Background: an optimization exercise with open tools, aiming at small area, a short achievable clock period and few clock cycles. Do not read the settings as production practice. RTL that was checked went through simulation tests only; none was proved equivalent to the original. Power and IR drop assume default switching activity.

==> flow/design.v <==
module instr_decoder (
    input  logic [16-1:0] instruction,
    output logic [3:0]              cls
);
    localparam logic [3:0] C_NOP = 4'd0, C_ADD = 4'd1, C_ADC = 4'd2, C_SUB = 4'd3,
                           C_AND = 4'd4, C_EOR = 4'd5, C_OR  = 4'd6, C_MOV = 4'd7,
                           C_LDI = 4'd8, C_NEG = 4'd9, C_LD  = 4'd10, C_ST = 4'd11;
    always_comb begin
        casez (instruction)
            16'b0000_11??_????_????: cls = C_ADD;
            16'b0001_11??_????_????: cls = C_ADC;
            16'b0001_10??_????_????: cls = C_SUB;
            16'b0010_00??_????_????: cls = C_AND;
            16'b0010_01??_????_????: cls = C_EOR;
            16'b0010_10??_????_????: cls = C_OR;
            16'b0010_11??_????_????: cls = C_MOV;
            16'b1110_????_????_????: cls = C_LDI;
            16'b1001_010?_????_0001: cls = C_NEG;
            16'b1000_000?_????_0000: cls = C_LD;
            16'b1000_001?_????_0000: cls = C_ST;
            default:                 cls = C_NOP;
        endcase
    end
endmodule
module register_file (
    input  logic                       clk,
    input  logic                       clear,
    input  logic [5-1:0] a_addr,
    input  logic [5-1:0] b_addr,
    output logic [8-1:0]     a_data,
    output logic [8-1:0]     b_data,
    output logic [8-1:0]     zl_data,
    output logic [8-1:0]     zh_data,
    input  logic                       wr_en,
    input  logic [5-1:0] wr_addr,
    input  logic [8-1:0]     wr_data
);
    logic [2**5-1:0][8-1:0] regs;
    logic [8-1:0] wd;
    assign wd = wr_data & {8{~clear}};
    always_ff @(posedge clk) begin
        for (int i = 0; i < 2**5; i++)
            if (clear || (wr_en && wr_addr == i[5-1:0]))
                regs[i] <= wd;
    end
    assign a_data  = regs[a_addr];
    assign b_data  = regs[b_addr];
    assign zl_data = regs[30];
    assign zh_data = regs[31];
endmodule
module alu (
    input  logic                   arith,     
    input  logic                   invr,      
    input  logic                   sel_sum,   
    input  logic                   sel_and,
    input  logic                   sel_or,
    input  logic                   sel_y,     
    input  logic [8-1:0] x,         
    input  logic [8-1:0] y,
    input  logic                   cin,
    output logic [8-1:0] result,
    output logic                   cout,
    output logic                   zero
);
    localparam int W = 8;
    logic [W:0]   c0, c1, c;
    logic [W-1:0] yr, s, g, t, k, zb;
    always_comb begin
        yr = y ^ {W{invr}};
        g  = x & y;
        t  = x | y;
        c0[0] = 1'b0;
        c1[0] = 1'b1;
        for (int i = 0; i < W; i++) begin
            c0[i+1] = g[i] | (t[i] & c0[i]);
            c1[i+1] = g[i] | (t[i] & c1[i]);
        end
        c = cin ? c1 : c0;
        for (int i = 0; i < W; i++)
            s[i] = x[i] ^ (yr[i] ^ (c[i] & arith));
    end
    assign cout = c[W];
    assign result = ({W{sel_sum}} & s)
                  | ({W{sel_and}} & g)
                  | ({W{sel_or}}  & t)
                  | ({W{sel_y}}   & y);
    always_comb begin
        k = {(invr ? g[W-2:0] : t[W-2:0]), cin} & {W{arith}};
        for (int i = 0; i < W; i++)
            zb[i] = x[i] ^ (yr[i] ^ k[i]);
    end
    assign zero = (sel_sum & (zb == '0))
                | (sel_and & (g == '0))
                | (sel_or  & (t == '0))
                | (sel_y   & (y == '0));
endmodule
module avr_core (
    input  logic                    clk,
    input  logic                    reset,
    output logic [10-1:0]    program_counter,
    input  logic [16-1:0] instruction,
    output logic [16-1:0]  bus_addr,
    output logic [8-1:0]  bus_wdata,
    input  logic [8-1:0]  bus_rdata,
    output logic                    mem_we,
    output logic                    mem_oe
);
    localparam logic [3:0] C_NOP = 4'd0, C_ADD = 4'd1, C_ADC = 4'd2, C_SUB = 4'd3,
                           C_AND = 4'd4, C_EOR = 4'd5, C_OR  = 4'd6, C_MOV = 4'd7,
                           C_LDI = 4'd8, C_NEG = 4'd9, C_LD  = 4'd10, C_ST = 4'd11;
    logic [3:0]  f_cls;
    logic [11:0] f_raw;
    instr_decoder i_dec (
        .instruction (instruction),
        .cls         (f_cls)
    );
    assign f_raw = instruction[11:0];
    always_ff @(posedge clk or posedge reset) begin
        if (reset)
            program_counter <= '0;
        else
            program_counter <= program_counter + 1'b1;
    end
    logic [4:0] a_addr, b_addr;
    logic [7:0] a_data, b_data, zl, zh;
    logic [7:0] a_val, b_val;
    logic [7:0] e_result;
    logic       e_wr, e_ld, e_cupd;
    logic [4:0] e_rd;
    logic [7:0] e_x, e_y;
    logic       e_arith, e_invr, e_sel_sum, e_sel_and, e_sel_or, e_sel_y;
    logic       e_cin1, e_cinc;
    logic       carry;
    assign a_addr = f_raw[8:4];
    assign b_addr = {f_raw[9], f_raw[3:0]};
    register_file i_regs (
        .clk     (clk),
        .clear   (reset),
        .a_addr  (a_addr),
        .b_addr  (b_addr),
        .a_data  (a_data),
        .b_data  (b_data),
        .zl_data (zl),
        .zh_data (zh),
        .wr_en   (e_wr),
        .wr_addr (e_rd),
        .wr_data (e_result)
    );
    assign a_val = (e_wr && e_rd == a_addr) ? e_result : a_data;
    assign b_val = (e_wr && e_rd == b_addr) ? e_result : b_data;
    logic       f_sum_ops;
    assign f_sum_ops = (f_cls == C_ADD) || (f_cls == C_ADC) || (f_cls == C_SUB) || (f_cls == C_NEG);
    always_ff @(posedge clk or posedge reset) begin
        if (reset) begin
            e_wr   <= 1'b0;
            e_ld   <= 1'b0;
            e_cupd <= 1'b0;
        end else begin
            e_wr   <= (f_cls != C_NOP) && (f_cls != C_ST);
            e_ld   <= (f_cls == C_LD);
            e_cupd <= f_sum_ops;
        end
    end
    always_ff @(posedge clk) begin
        e_rd   <= (f_cls == C_LDI) ? {1'b1, f_raw[7:4]} : f_raw[8:4];
        e_x    <= a_val ^ {8{(f_cls == C_SUB) || (f_cls == C_NEG)}};
        case (f_cls)
            C_LDI:   e_y <= {f_raw[11:8], f_raw[3:0]};
            C_NEG:   e_y <= 8'h00;
            default: e_y <= b_val;
        endcase
        e_arith   <= f_sum_ops;
        e_invr    <= (f_cls == C_SUB);
        e_sel_sum <= f_sum_ops || (f_cls == C_EOR);
        e_sel_and <= (f_cls == C_AND);
        e_sel_or  <= (f_cls == C_OR);
        e_sel_y   <= (f_cls == C_MOV) || (f_cls == C_LDI);
        e_cin1    <= (f_cls == C_NEG);
        e_cinc    <= (f_cls == C_ADC);
    end
    logic [7:0] alu_result;
    logic       alu_cout, alu_zero, e_zero;
    logic       zh_zero, zl_ok, zh_zero_n, zl_ok_n, zwin_n;
    logic       oe_q, we_q;
    alu i_alu (
        .arith   (e_arith),
        .invr    (e_invr),
        .sel_sum (e_sel_sum),
        .sel_and (e_sel_and),
        .sel_or  (e_sel_or),
        .sel_y   (e_sel_y),
        .x       (e_x),
        .y       (e_y),
        .cin     (e_cin1 | (e_cinc & carry)),
        .result  (alu_result),
        .cout    (alu_cout),
        .zero    (alu_zero)
    );
    assign zh_zero_n = (e_wr && e_rd == 31) ? e_zero : zh_zero;
    assign zl_ok_n   = (e_wr && e_rd == 30) ? (e_result[7] ^ e_result[6]) : zl_ok;
    assign zwin_n    = zh_zero_n & zl_ok_n;
    always_ff @(posedge clk or posedge reset) begin
        if (reset) begin
            zh_zero <= 1'b1;
            zl_ok   <= 1'b0;
            oe_q    <= 1'b0;
            we_q    <= 1'b0;
        end else begin
            zh_zero <= zh_zero_n;
            zl_ok   <= zl_ok_n;
            oe_q    <= (f_cls == C_LD) && zwin_n;
            we_q    <= (f_cls == C_ST) && zwin_n;
        end
    end
    assign e_result = e_ld ? (bus_rdata & {8{oe_q}}) : alu_result;
    assign e_zero   = e_ld ? ((bus_rdata & {8{oe_q}}) == 8'h00) : alu_zero;
    always_ff @(posedge clk or posedge reset) begin
        if (reset)
            carry <= 1'b0;
        else if (e_cupd)
            carry <= alu_cout ^ e_cin1;
    end
    assign bus_addr  = {zh, zl};
    assign bus_wdata = e_x;
    assign mem_we    = we_q;
    assign mem_oe    = oe_q;
endmodule
==> flow/config.mk <==
export PLATFORM = sky130hd
export DESIGN_NAME = avr_core
export DESIGN_NICKNAME = avr_core
export VERILOG_FILES = /design/flow/design.v
export SDC_FILE = /design/flow/constraint.sdc
export NUM_CORES = 4
export LEC_CHECK = 0
export CAP_MARGIN = 20
export CORE_MARGIN = 2
export CORE_UTILIZATION = 40
export CTS_BUF_LIST = sky130_fd_sc_hd__clkbuf_8 sky130_fd_sc_hd__clkbuf_16
export CTS_CLUSTER_DIAMETER = 100
export CTS_CLUSTER_SIZE = 26
export GPL_ROUTABILITY_DRIVEN = 0
export SETUP_SLACK_MARGIN = 2.5
export SLEW_MARGIN = 20
==> flow/constraint.sdc <==
create_clock -name core_clock -period 5.0 [get_ports {clk}]
set_input_delay 1.0000 -clock core_clock [delete_from_list [all_inputs] [get_ports {clk}]]
set_output_delay 1.0000 -clock core_clock [all_outputs]
set_load 0.01 [all_outputs]
standard.sh (not shown) runs the stock make flow with config.mk's settings and CLKGATE_MAP_FILE= SYNTH_SCRIPT=/design/flow/synth_recipe.tcl, a recipe that flattens the netlist after the stock synthesis.
==> flow/flow/run.sh <==
#!/bin/bash
# Standard layout, with plain buffers (instead of delay cells) on the ports.
# Synthesis runs first, exactly as the standard flow does it.
set -euo pipefail
bash standard.sh synth > synth.log 2>&1
export BUFFER_PORTS_ARGS="-buffer_cell sky130_fd_sc_hd__buf_2"
bash standard.sh finish > finish.log 2>&1
Testbench counts at the start, summed over its fixed seeds: cycles 14,784.
Change:
--- a/flow/design.v
+++ b/flow/design.v
@@ -53,11 +53,11 @@
     input  logic                   invr,      
     input  logic                   sel_sum,   
     input  logic                   sel_and,
     input  logic                   sel_or,
     input  logic                   sel_y,     
-    input  logic [8-1:0] x,         
+    input  logic [8-1:0] x,
     input  logic [8-1:0] y,
     input  logic                   cin,
     output logic [8-1:0] result,
     output logic                   cout,
     output logic                   zero
@@ -161,23 +161,24 @@
             e_cupd <= f_sum_ops;
         end
     end
     always_ff @(posedge clk) begin
         e_rd   <= (f_cls == C_LDI) ? {1'b1, f_raw[7:4]} : f_raw[8:4];
-        e_x    <= a_val ^ {8{(f_cls == C_SUB) || (f_cls == C_NEG)}};
+        e_x    <= a_val;
         case (f_cls)
             C_LDI:   e_y <= {f_raw[11:8], f_raw[3:0]};
-            C_NEG:   e_y <= 8'h00;
+            C_NEG:   e_y <= 8'hFF;
+            C_SUB:   e_y <= ~b_val;
             default: e_y <= b_val;
         endcase
         e_arith   <= f_sum_ops;
-        e_invr    <= (f_cls == C_SUB);
+        e_invr    <= (f_cls == C_NEG);
         e_sel_sum <= f_sum_ops || (f_cls == C_EOR);
         e_sel_and <= (f_cls == C_AND);
         e_sel_or  <= (f_cls == C_OR);
         e_sel_y   <= (f_cls == C_MOV) || (f_cls == C_LDI);
-        e_cin1    <= (f_cls == C_NEG);
+        e_cin1    <= (f_cls == C_SUB);
         e_cinc    <= (f_cls == C_ADC);
     end
     logic [7:0] alu_result;
     logic       alu_cout, alu_zero, e_zero;
     logic       zh_zero, zl_ok, zh_zero_n, zl_ok_n, zwin_n;
The changed run produced a clean layout.
Design area grows by a few percent.
Non-clock buffer count grows by 52.
Count of clock-buffer cells in the layout stays the same.
Combinational power grows by roughly a tenth.
Routed wire length grows by a few percent.
Setup slack loses 140 ps.
Synthesized cell count grows slightly.
Die area grows slightly.
Cell count grows by a few percent.
Total power grows by a few percent.
Via count grows by a few percent.
Worst hold slack gains 12 ps.
No functional check of the RTL was part of the second run of this note.

## port drivers added, routing unchanged
How much do the figures lean on ideal ports? The routed layouts below were timed once more, with nothing changed but the port constraints. Step 1: set_driving_cell puts a clkbuf_16 on clk and a buf_2 on each other input, an assumption about the parent block. Step 2 moves the port delays by t, midway between the first and last clock arrival at a register: inputs arrive t later, outputs are due t later. That takes back most of the time a late clock gives input paths. Slacks: ideal ports / drivers / drivers and shift; pairs: ideal ports / drivers.
run | t (ns) | setup slack, ns | worst setup path at the end | slew at the worst register clock pin (ns)
the first run | 0.552 | 2.493 / 2.221 / 1.669 | input to register | 0.11 / 0.11
the second run | 0.553 | 2.352 / 2.321 / 1.768 | input to register | 0.11 / 0.11
After both steps setup and hold are still met in every run listed. For the first run, which loses most, drivers alone change the setup slack by -0.272 ns; drivers and shift together by -0.824 ns.
